Background: an optimization exercise with open tools, aiming at small area. Do not read the settings as production practice.
At most, simulation tests tie the RTL to the original design; equivalence was not proved.
Power and IR drop assume default switching activity.

// trigCoincTop
module trigCoincTop
#(
   parameter int NUM_LANES  = trigPkg::NUM_LANES,
   parameter int LANE_WIDTH = trigPkg::LANE_WIDTH
)
(
   input  logic                            proc_clk,
   input  logic                            rstN,
   input  logic                            busWrEn,
   input  logic                            busRdEn,
   input  logic [DATA_WIDTH/8-1:0]         busWstrb,
   input  logic [ADDR_WIDTH-1:0]           busAddr,
   input  logic [DATA_WIDTH-1:0]           busWrData,
   input  logic [NUM_LANES*LANE_WIDTH-1:0] trigIn,
   input  logic                            fastTrig,
   output logic [DATA_WIDTH-1:0]           rdData,
   output logic                            rdValid
);
Size in the first run: roughly 1800 cells after synthesis, about 410 flip-flops, roughly 150 I/O pins, roughly 0.020 mm2 of cells after synthesis.
Settings: LEC_CHECK=0, CAP_MARGIN=20, CORE_MARGIN=2, CORE_UTILIZATION=40, SLEW_MARGIN=20, SYNTH_HIERARCHICAL=1, SYNTH_MINIMUM_KEEP_SIZE=0; clock period 5.0 ns.
standard.sh (not shown) runs the stock make flow with config.mk's settings and CLKGATE_MAP_FILE= SYNTH_SCRIPT=/design/flow/synth_recipe.tcl, a recipe that flattens the netlist after the stock synthesis.
==> flow/flow/run.sh <==
#!/bin/bash
# Own layout flow: the standard ORFS flow (standard.sh, unchanged synthesis),
# with synthesis buffers removed at floorplan, single-drive port buffers, plain (not timing-driven) global placement and a
# clock tree of clkbuf_8 without dummy loads.
set -uo pipefail
cd "$(dirname "$0")/.."
bash standard.sh \
  "GPL_TIMING_DRIVEN=0" "REMOVE_ABC_BUFFERS=1" \
  "BUFFER_PORTS_ARGS=-buffer_cell sky130_fd_sc_hd__buf_1" \
  "CTS_ARGS=-sink_clustering_enable -repair_clock_nets -dont_use_dummy_load -buf_list sky130_fd_sc_hd__clkbuf_8 -sink_clustering_size 18 -sink_clustering_max_diameter 50" \
  finish > flow_make.log 2>&1
rc=$?
tail -40 flow_make.log
exit $rc
Rerun with:
--- a/flow/flow/run.sh
+++ b/flow/flow/run.sh
@@ -4 +4 @@
-# clock tree of clkbuf_8 without dummy loads.
+# clock tree of clkbuf_16 without dummy loads.
@@ -10 +10 @@
-  "CTS_ARGS=-sink_clustering_enable -repair_clock_nets -dont_use_dummy_load -buf_list sky130_fd_sc_hd__clkbuf_8 -sink_clustering_size 18 -sink_clustering_max_diameter 50" \
+  "CTS_ARGS=-sink_clustering_enable -repair_clock_nets -dont_use_dummy_load -buf_list sky130_fd_sc_hd__clkbuf_16 -sink_clustering_size 28 -sink_clustering_max_diameter 70" \
Settings changed: CAP_MARGIN 20 to 5, SLEW_MARGIN 20 to 5.
The new run ran to the end with no violations.
Critical path depth does not change.
Design area went up by 0.80%.
Power is higher by 2.9%.
Cell count barely changes.
Non-clock buffer count is higher by 18.
Clock power climbs by 11%.
Die area does not change.
Synthesized cell count does not change.
Core utilization climbs by 0.36 points.
Rerun with:
--- a/flow/flow/run.sh
+++ b/flow/flow/run.sh
@@ -4 +4 @@
-# clock tree of clkbuf_16 without dummy loads.
+# clock tree of clkbuf_8 without dummy loads.
@@ -10 +10 @@
-  "CTS_ARGS=-sink_clustering_enable -repair_clock_nets -dont_use_dummy_load -buf_list sky130_fd_sc_hd__clkbuf_16 -sink_clustering_size 28 -sink_clustering_max_diameter 70" \
+  "CTS_ARGS=-sink_clustering_enable -repair_clock_nets -dont_use_dummy_load -buf_list sky130_fd_sc_hd__clkbuf_8 -sink_clustering_size 20 -sink_clustering_max_diameter 50" \
Settings changed: CAP_MARGIN 5 to 20, CORE_UTILIZATION 40 to 65, SLEW_MARGIN 5 to 20.
Wire length came out lower by 9.8%; clock skew came out higher by 0.029 ns; clock-buffer cell count came out higher by 9; combinational power came out lower by about 6%; via count came out higher by 1.4%; total power came out lower by 6.9%; hold slack gains 0.014 ns; setup slack is about the same; final cell count came out lower by 11%; die area came out lower by 38%; clock power came out lower by 20%.

========
Another version of the RTL of trigCoincTop (not shown whole).
Size in the first run: about 2000 cells after synthesis, ~150 I/O pins, ~0.021 mm2 of cells after synthesis.
export LEC_CHECK = 0
export CAP_MARGIN = 20
export CORE_MARGIN = 2
export CORE_UTILIZATION = 40
export SLEW_MARGIN = 20
create_clock -name core_clock -period 5.0 [get_ports {proc_clk}]
==> flow/flow/run.sh <==
#!/bin/bash
# Own layout flow: the standard ORFS flow (standard.sh, unchanged synthesis),
# with single-drive port buffers, plain (not timing-driven) global placement and a
# clock tree of clkbuf_8 without dummy loads.
set -uo pipefail
cd "$(dirname "$0")/.."
bash standard.sh \
  "GPL_TIMING_DRIVEN=0" \
  "BUFFER_PORTS_ARGS=-buffer_cell sky130_fd_sc_hd__buf_1" \
  "CTS_ARGS=-sink_clustering_enable -repair_clock_nets -dont_use_dummy_load -buf_list sky130_fd_sc_hd__clkbuf_8 -sink_clustering_size 18 -sink_clustering_max_diameter 50" \
  finish > flow_make.log 2>&1
rc=$?
tail -40 flow_make.log
exit $rc
The starting point produced a clean layout.
==> next run, changes <==
--- a/flow/flow/run.sh
+++ b/flow/flow/run.sh
@@ -2,3 +2,3 @@
 # Own layout flow: the standard ORFS flow (standard.sh, unchanged synthesis),
-# with single-drive port buffers, plain (not timing-driven) global placement and a
+# with synthesis buffers removed at floorplan, single-drive port buffers, plain (not timing-driven) global placement and a
 # clock tree of clkbuf_8 without dummy loads.
@@ -7,3 +7,3 @@
 bash standard.sh \
-  "GPL_TIMING_DRIVEN=0" \
+  "GPL_TIMING_DRIVEN=0" "REMOVE_ABC_BUFFERS=1" \
   "BUFFER_PORTS_ARGS=-buffer_cell sky130_fd_sc_hd__buf_1" \
Effect: The new run completed without violations; global-route usage went down by 1.7 points; area after synthesis does not change; utilization is about the same; sequential cell count stays the same.
No run of this note included a check of the RTL's function; only the layout flow was run.

-- separate check: timing with driven ports --
Ports are ideal in the flow. The routed layouts listed here were re-timed in OpenROAD.
Step 1, drivers: a clkbuf_16 drives proc_clk and a buf_2 each remaining input, both assumed.
Step 2 times the ports against the registers' clock, not the clock port: input delays grow and output delays shrink by t, the midpoint of the rising clock arrivals with the driver on.
Slacks: no drivers / after step 1 / after step 2; pairs: no drivers / after step 1.
run	t, ns	setup slack, ns	worst setup path at the end
the first run of note 1	0.677	0.183 / 0.215 / -0.462	input to register
the second run of note 1	0.655	0.157 / 0.188 / -0.467	input to register
the third run of note 1	0.609	0.156 / 0.182 / -0.427	input to register
the first run of note 2	0.702	0.369 / 0.404 / -0.298	input to register
the second run of note 2	0.690	0.528 / 0.563 / -0.127	input to register
Met with ideal ports but missed after step 2: setup timing in every run listed. For the first run of note 2, which loses most, drivers alone change the setup slack by +0.035 ns; drivers and shift together by -0.667 ns.
